Source: an optimization exercise on an open RTL-to-GDS flow (aim: small area, a short achievable clock period and few clock cycles). Production flows keep margins and buffers that such runs may drop. In this exercise RTL edits were held to simulation tests only and were not proved equivalent to the original. Power and IR drop assume default switching activity.

==> flow/design.v (excerpt) <==
module uop_frontend #(
    parameter int xlen = 32
) (
    input  logic                 clk,
    input  logic                 reset,
    input  logic                 instr_valid,
    input  isa_pkg::instr_word_u instr,
    output logic                 instr_ready,
    output logic                 wb_valid,
    output uop_pkg::reg_idx_t    wb_reg,
    output logic [xlen-1:0]      wb_data
);
Settings: LEC_CHECK=0, CAP_MARGIN=20, CORE_MARGIN=2, CORE_UTILIZATION=40, SETUP_SLACK_MARGIN=5, SLEW_MARGIN=20; clock period 8.5 ns.
run.sh (not shown) runs the stock make flow with config.mk's settings and CLKGATE_MAP_FILE= SYNTH_SCRIPT=/design/flow/synth_recipe.tcl, a recipe that flattens the netlist after the stock synthesis.
Testbench counts at the start, summed over its fixed seeds: cycles 15,585.
Edit:
--- a/flow/design.v
+++ b/flow/design.v
@@ -128,25 +128,24 @@
             rd1 = rd1 | ({32{d_rs1[3:0] == 4'(i)}} & rf[i]);
             rd2 = rd2 | ({32{d_rs2[3:0] == 4'(i)}} & rf[i]);
         end
     end
     logic byp_a, byp_b;    
     logic nfw_a, nfw_b;    
     assign byp_a = wb_valid && wb_reg[3:0] == d_rs1[3:0];
     assign byp_b = wb_valid && wb_reg[3:0] == d_rs2[3:0];
     assign nfw_a = ex_wr && ex_rd == d_rs1[3:0] && d_rs1[3:0] != 4'd0;
     assign nfw_b = ex_wr && ex_rd == d_rs2[3:0] && d_rs2[3:0] != 4'd0 && !d_itype;
     logic [31:0] a, b, bx, sum, lres, shin, shr, shrev, sres;
-    logic        fin;                  
-    assign a  = ({32{fwd_a}} & wb_data) | ({32{fin}} & ps) | ({32{~fwd_a & ~fin}} & opa);
-    assign b  = ({32{fwd_b}} & wb_data) | ({32{fin}} & pc) | ({32{~fwd_b & ~fin}} & opb);
+    assign a  = fwd_a ? wb_data : opa;
+    assign b  = fwd_b ? wb_data : opb;
     logic [32:0] sum33;
     assign bx = b ^ {32{ex_sub}};
     assign sum33 = {a, 1'b1} + {bx, ex_sub};
     assign sum = sum33[32:1];
     assign lres = ({32{ex_and}} & (a & b)) | ({32{ex_or}} & (a | b)) | ({32{ex_xor}} & (a ^ b));
     always_comb begin
         for (int i = 0; i < 32; i++) shin[i] = ex_sll ? a[31-i] : a[i];
         shr = shin >> opb[4:0];
         for (int i = 0; i < 32; i++) shrev[i] = shr[31-i];
     end
     assign sres = ({32{ex_sll}} & shrev) | ({32{ex_srl}} & shr);
@@ -195,24 +194,24 @@
         end
     end
     always_ff @(posedge clk) begin
         if (ready_q) begin
             opa <= byp_a ? wb_data : rd1;
             opb <= opb_ld;
         end else if (ex_mul) begin
             if (ex_cap) begin
                 if (fwd_a) opa <= wb_data;
                 if (fwd_b) opb <= wb_data;
             end else begin
-                opa <= opa << MB;
-                opb <= {{MB{opb[31]}}, opb[31:MB]};
+                opa <= mdone ? ms : opa << MB;
+                opb <= mdone ? mc : {{MB{opb[31]}}, opb[31:MB]};
             end
         end
     end
     always_ff @(posedge clk) begin
         ps    <= ms;
         pc    <= mc;
         negc  <= bneg[ND-1];
     end
     always_ff @(posedge clk) begin
         if (reset) begin
             ex_wr   <= 1'b0;
@@ -227,23 +226,22 @@
         end else if (ex_mul) begin
             ex_cap <= 1'b0;
             if (last_step) begin
                 ex_mul  <= 1'b0;
                 ready_q <= 1'b1;
             end
         end else begin
             ex_wr <= 1'b0;
         end
     end
     always_ff @(posedge clk) begin
-        fin      <= ~ready_q & last_step;
         ex_arith <= ready_q ? (d_add | d_sub) : last_step;
         ex_sub   <= ready_q & d_sub;
         ex_and   <= ready_q & d_and;
         ex_or    <= ready_q & d_or;
         ex_xor   <= ready_q & d_xor;
         ex_sll   <= ready_q & d_sll;
         ex_srl   <= ready_q & d_srl;
         fwd_a    <= ready_q & nfw_a;
         fwd_b    <= ready_q & nfw_b;
     end
     always_ff @(posedge clk) begin
Outcome: The new run finished clean; final cell count is higher by about 0.44%; power is higher by about 6%; utilization barely changes; synthesized area is higher by about 1.4%; clock power hardly moves; setup slack is better by 41 ps; global-route usage is lower by 0.41 points; routed wire length is higher by about 2.4%; hold slack is worse by 32 ps.
Testbench counts after the change, summed over its fixed seeds: cycles 15,585.

## re-timing with driven ports
Ports are ideal in the flow. The routed layouts listed here were re-timed in OpenROAD. Step 1 sets driving cells, clkbuf_16 on the clock port and buf_2 on the other inputs (assumed; they add their load-dependent delay and slew). Step 2, shift: input delay + t, output delay - t, t = (earliest + latest rising clock arrival at the registers) / 2. This alone moves slack from input paths to output paths. Slacks: no drivers / after step 1 / after step 2; pairs: no drivers / after step 1.
run | t, ns | slack for setup (ns) | clock arrival spread, ns | worst slew at a driven data input, ns
the first run | 0.712 | 4.759 / 4.759 / 4.331 | 0.034 / 0.034 | 0.12
the second run | 0.715 | 4.800 / 4.800 / 4.226 | 0.048 / 0.048 | 0.14
After both steps every run listed still meets setup and hold. The setup slack of the second run, which loses most, moves by 0.000 ns with the drivers and by -0.574 ns with both steps.
